This design comes from an exercise in tuning for small area on the open sky130 flow, not from production work.
The RTL was checked by simulation tests, not by an equivalence proof against the original design.
No activity file was given, so power comes from the tool's default toggle rates.

== v47 ==
==> flow/design.v (excerpt) <==
module usb_bridge_top #(
  parameter int CLKS_PER_BIT  = 520,                
  parameter int FIFO_DEPTH    = 16,
  parameter int MAX_PKT_BYTES = 8
) (
  input  logic                                PHY_CLKOUT,
  input  logic                                RESET_IN,
  input  logic                                usb_rx_valid_i,
  input  logic [7:0]                          usb_rx_data_i,
  input  logic [3:0]                          usb_rx_endpt_i,
  input  logic                                usb_rx_last_i,
  output logic                                usb_rx_ready_o,
  output logic                                usb_tx_valid_o,
  output logic [7:0]                          usb_tx_data_o,
  output logic [3:0]                          usb_tx_endpt_o,
  output logic                                usb_tx_last_o,
  input  logic                                usb_tx_pop_i,
  output logic [2:0]                          usb_uart_txd_o,
  input  logic [2:0]                          usb_uart_rxd_i,
  output logic [9:0]                          usb_parallel_o
);
  localparam int NUM_UART = 3;
  localparam int CNT_W    = $clog2(FIFO_DEPTH + 1);
  logic                 gpio_valid;
  logic [7:0]           gpio_data;
  logic                 gpio_last;
  logic [NUM_UART-1:0]       port_rx_valid;
  logic [7:0]                port_rx_data;
  logic [NUM_UART-1:0]       port_full;
  logic [NUM_UART-1:0]       port_up_empty;
  logic [NUM_UART*CNT_W-1:0] port_up_lvl;
  logic [NUM_UART-1:0]       port_tx_pop;
  logic [NUM_UART*8*FIFO_DEPTH-1:0] port_up_mem;
  usb_ep_arbiter #(
    .MAX_PKT_BYTES (MAX_PKT_BYTES),
    .FIFO_DEPTH    (FIFO_DEPTH),
    .CNT_W         (CNT_W)
  ) usb_ep_arbiter_inst (
    .PHY_CLKOUT      (PHY_CLKOUT),
    .RESET_IN        (RESET_IN),
    .usb_rx_valid_i  (usb_rx_valid_i),
    .usb_rx_data_i   (usb_rx_data_i),
    .usb_rx_endpt_i  (usb_rx_endpt_i),
    .usb_rx_last_i   (usb_rx_last_i),
    .usb_rx_ready_o  (usb_rx_ready_o),
    .usb_tx_valid_o  (usb_tx_valid_o),
    .usb_tx_data_o   (usb_tx_data_o),
    .usb_tx_endpt_o  (usb_tx_endpt_o),
    .usb_tx_last_o   (usb_tx_last_o),
    .usb_tx_pop_i    (usb_tx_pop_i),
    .uart_rx_valid_o (port_rx_valid),
    .uart_rx_data_o  (port_rx_data),
  ...
Size in the first run: ~960 flip-flops, roughly 48 I/O pins, roughly 0.035 sq mm of cells after synthesis.
clock: 10.0 ns
lec_check: 0
abc_area: 1
cap_margin: 20
core_margin: 2
core_utilization: 40
slew_margin: 20
standard.sh (not shown) runs the stock make flow with config.mk's settings and CLKGATE_MAP_FILE= SYNTH_SCRIPT=/design/flow/synth_recipe.tcl, a recipe that flattens the netlist after the stock synthesis.
==> flow/flow/run.sh <==
#!/bin/bash
# Standard ORFS layout, with three changes: an area-oriented ABC mapping script for the
# combinational logic (flip-flop mapping is untouched), buf_1 as the port buffer, and
# clock tree synthesis arguments from flow/cts_args.txt (small clock buffers, no dummy loads).
set -euo pipefail
work=$PWD
cp -r "$FLOW_HOME/scripts" "$work/myscripts"
cp "$work/flow/abc_area.script" "$work/myscripts/abc_area.script"
export BUFFER_PORTS_ARGS="-buffer_cell sky130_fd_sc_hd__buf_1"
export CTS_ARGS="$(cat "$work/flow/cts_args.txt")"
bash standard.sh SCRIPTS_DIR="$work/myscripts" ABC_AREA=1 finish > "$work/standard.log" 2>&1
==> flow/flow/abc_area.script <==
strash
&get -n
&fraig -x
&put
dc2
strash
&get -n
&dch -f
&nf -R 1000
&put
==> flow/flow/cts_args.txt <==
-sink_clustering_enable -repair_clock_nets -sink_clustering_size 20 -sink_clustering_max_diameter 50 -buf_list {sky130_fd_sc_hd__clkbuf_4 sky130_fd_sc_hd__clkbuf_8} -dont_use_dummy_load
v47 closes out successfully: all stages finished, all timing, DRC and antenna checks passed.
## Diff of input files: v32 against v47
==> flow/flow/run.sh <==
#!/bin/bash
# Standard ORFS layout (standard.sh), with these changes:
#  - synthesis: no adder extraction (ADDER_MAP_FILE empty) and an area-oriented ABC
#    script (flow/abc_area.script) for the combinational logic; flip-flop mapping,
#    flattening and renaming are the standard ones, so the registers are the same;
#  - port buffers are buf_1;
#  - clock tree synthesis arguments from flow/cts_args.txt (small clock buffers,
#    no dummy loads).
# Each tool's output stays in orfs/logs/; make's own output goes to standard.log.
set -euo pipefail
work=$PWD
cp -r "$FLOW_HOME/scripts" "$work/myscripts"
cp "$work/flow/abc_area.script" "$work/myscripts/abc_area.script"
export BUFFER_PORTS_ARGS="-buffer_cell sky130_fd_sc_hd__buf_1"
export CTS_ARGS="$(cat "$work/flow/cts_args.txt")"
bash standard.sh SCRIPTS_DIR="$work/myscripts" ABC_AREA=1 ADDER_MAP_FILE= finish > "$work/standard.log" 2>&1
-- flow/flow/abc_area.script --
<<< v47, line 9
&nf -R 1000
&put
>>> v32, line 9
&nf -R 1000
&put
strash
&get -n
&dch -f
&nf -R 1000
&put
==> flow/flow/cts_args.txt <==
-sink_clustering_enable -repair_clock_nets -sink_clustering_size 10 -sink_clustering_max_diameter 50 -buf_list {sky130_fd_sc_hd__clkbuf_4} -dont_use_dummy_load
Results
v32: all stages complete, timing, DRC and antenna checks passed
Compared with v47, in v32 synthesized cell count fell 1.5%; global-route usage saw an increase.
From v47 to v32 the numbers moved as follows: global-route met3 utilization held steady, non-clock buffering overhead in the final layout held steady, portion of the clock cycle consumed by the worst path in the final layout grew by 0.44 points, hold slack grew by 0.0064 ns, clock share of power shrank by 3.9 points.
[diff] pre-CTS setup slack, v32 relative to v47: improvement
Taking v47 as the reference, in v32 sequential power has remained practically unchanged, number of fillers in the final layout has decreased.
What v15 does differently from v32 at the input level:
- GPL_ROUTABILITY_DRIVEN now 0, previously not set
- GPL_TIMING_DRIVEN now 0, previously not set
==> flow/flow/cts_args.txt <==
-sink_clustering_enable -repair_clock_nets -sink_clustering_size 16 -sink_clustering_max_diameter 80 -buf_list {sky130_fd_sc_hd__clkbuf_4 sky130_fd_sc_hd__clkbuf_8} -dont_use_dummy_load
Results
Changes observed in v15 relative to v32: number of multi-input combinational cells in the layout stayed essentially flat; design area now sits higher; number of instances on the worst hold path moved up; core utilization of the finished layout went up 0.64 points. When v15 is measured against v32, its share of cell area taken by flip-flops and latches turns out 1.1 points lower.
Setup changes, v15 to v49
- GPL_ROUTABILITY_DRIVEN: 0 -> unset
- GPL_TIMING_DRIVEN: 0 -> unset
Notes after the runs:
v49 against v15: routed wire length saw an increase; via count increased by 99 relative to the old numbers; synthesized cell count held; number of non-clock inverters shows no meaningful change.
Of v49 and v15, v15 shows the lower worst hold slack, with v49 above it.
v49: overall track demand over capacity in global routing 0.50 points above v15
Relative to v49, the following input files were edited for v23:
==> flow/flow/run.sh <==
#!/bin/bash
# Standard ORFS layout, with three changes: an area-oriented ABC mapping script for the
# combinational logic (flip-flop mapping is untouched), buf_1 as the port buffer, and
# clock tree synthesis arguments from flow/cts_args.txt (small clock buffers, no dummy loads).
set -euo pipefail
work=$PWD
cp -r "$FLOW_HOME/scripts" "$work/myscripts"
cp "$work/flow/abc_area.script" "$work/myscripts/abc_area.script"
export BUFFER_PORTS_ARGS="-buffer_cell sky130_fd_sc_hd__buf_1"
export CTS_ARGS="$(cat "$work/flow/cts_args.txt")"
bash standard.sh SCRIPTS_DIR="$work/myscripts" ABC_AREA=1 finish > "$work/standard.log" 2>&1
==> flow/flow/abc_area.script <==
strash
&get -n
&fraig -x
&put
dc2
strash
&get -n
&dch -f
&nf -R 1000
&put
==> flow/flow/cts_args.txt <==
-sink_clustering_enable -repair_clock_nets -sink_clustering_size 12 -sink_clustering_max_diameter 80 -buf_list {sky130_fd_sc_hd__clkbuf_4 sky130_fd_sc_hd__clkbuf_8} -dont_use_dummy_load
- The final layouts of v23 and v49 pass the timing, DRC and antenna checks.
- In terms of placed wire-length estimate after detailed placement, v23 and v49 differ only marginally.
- Between v49 and v23, the cell count went up.
- Combinational power share: v23 < v49
- Between v23 and v49, the total number of cells along the worst setup path is higher for v23.
- Compared with v49, v23 ends up with a larger final cell area.
- Chip height ended up 1.8 um higher on v23 than on v49.
- On worst setup slack: v23 sits below v49.

separate check: timing with driven ports:
Ports are ideal in the flow. The routed layouts listed here were re-timed in OpenROAD. Step 1 (the two cells are an assumption about what drives the block):
set clk [get_ports {PHY_CLKOUT}]
set_driving_cell -lib_cell sky130_fd_sc_hd__clkbuf_16 $clk
set_driving_cell -lib_cell sky130_fd_sc_hd__buf_2 [delete_from_list [all_inputs] $clk]
Step 2 moves the port delays by t, midway between the first and last clock arrival at a register: inputs arrive t later, outputs are due t later. That takes back most of the time a late clock gives input paths. Three values: no drivers, after step 1, after step 2; two values: the first two.
run | t (ns) | setup WS [ns] | worst setup path at the end
v47 | 0.755 | 4.047 / 3.989 / 4.724 | input to register
v32 | 0.964 | 4.003 / 3.942 / 4.906 | register to output
v15 | 0.701 | 3.887 / 3.829 / 4.530 | register to output
v49 | 0.726 | 4.228 / 4.168 / 4.894 | register to output
v23 | 0.726 | 4.035 / 3.974 / 4.700 | register to output
After both steps setup and hold are still met in every run listed.
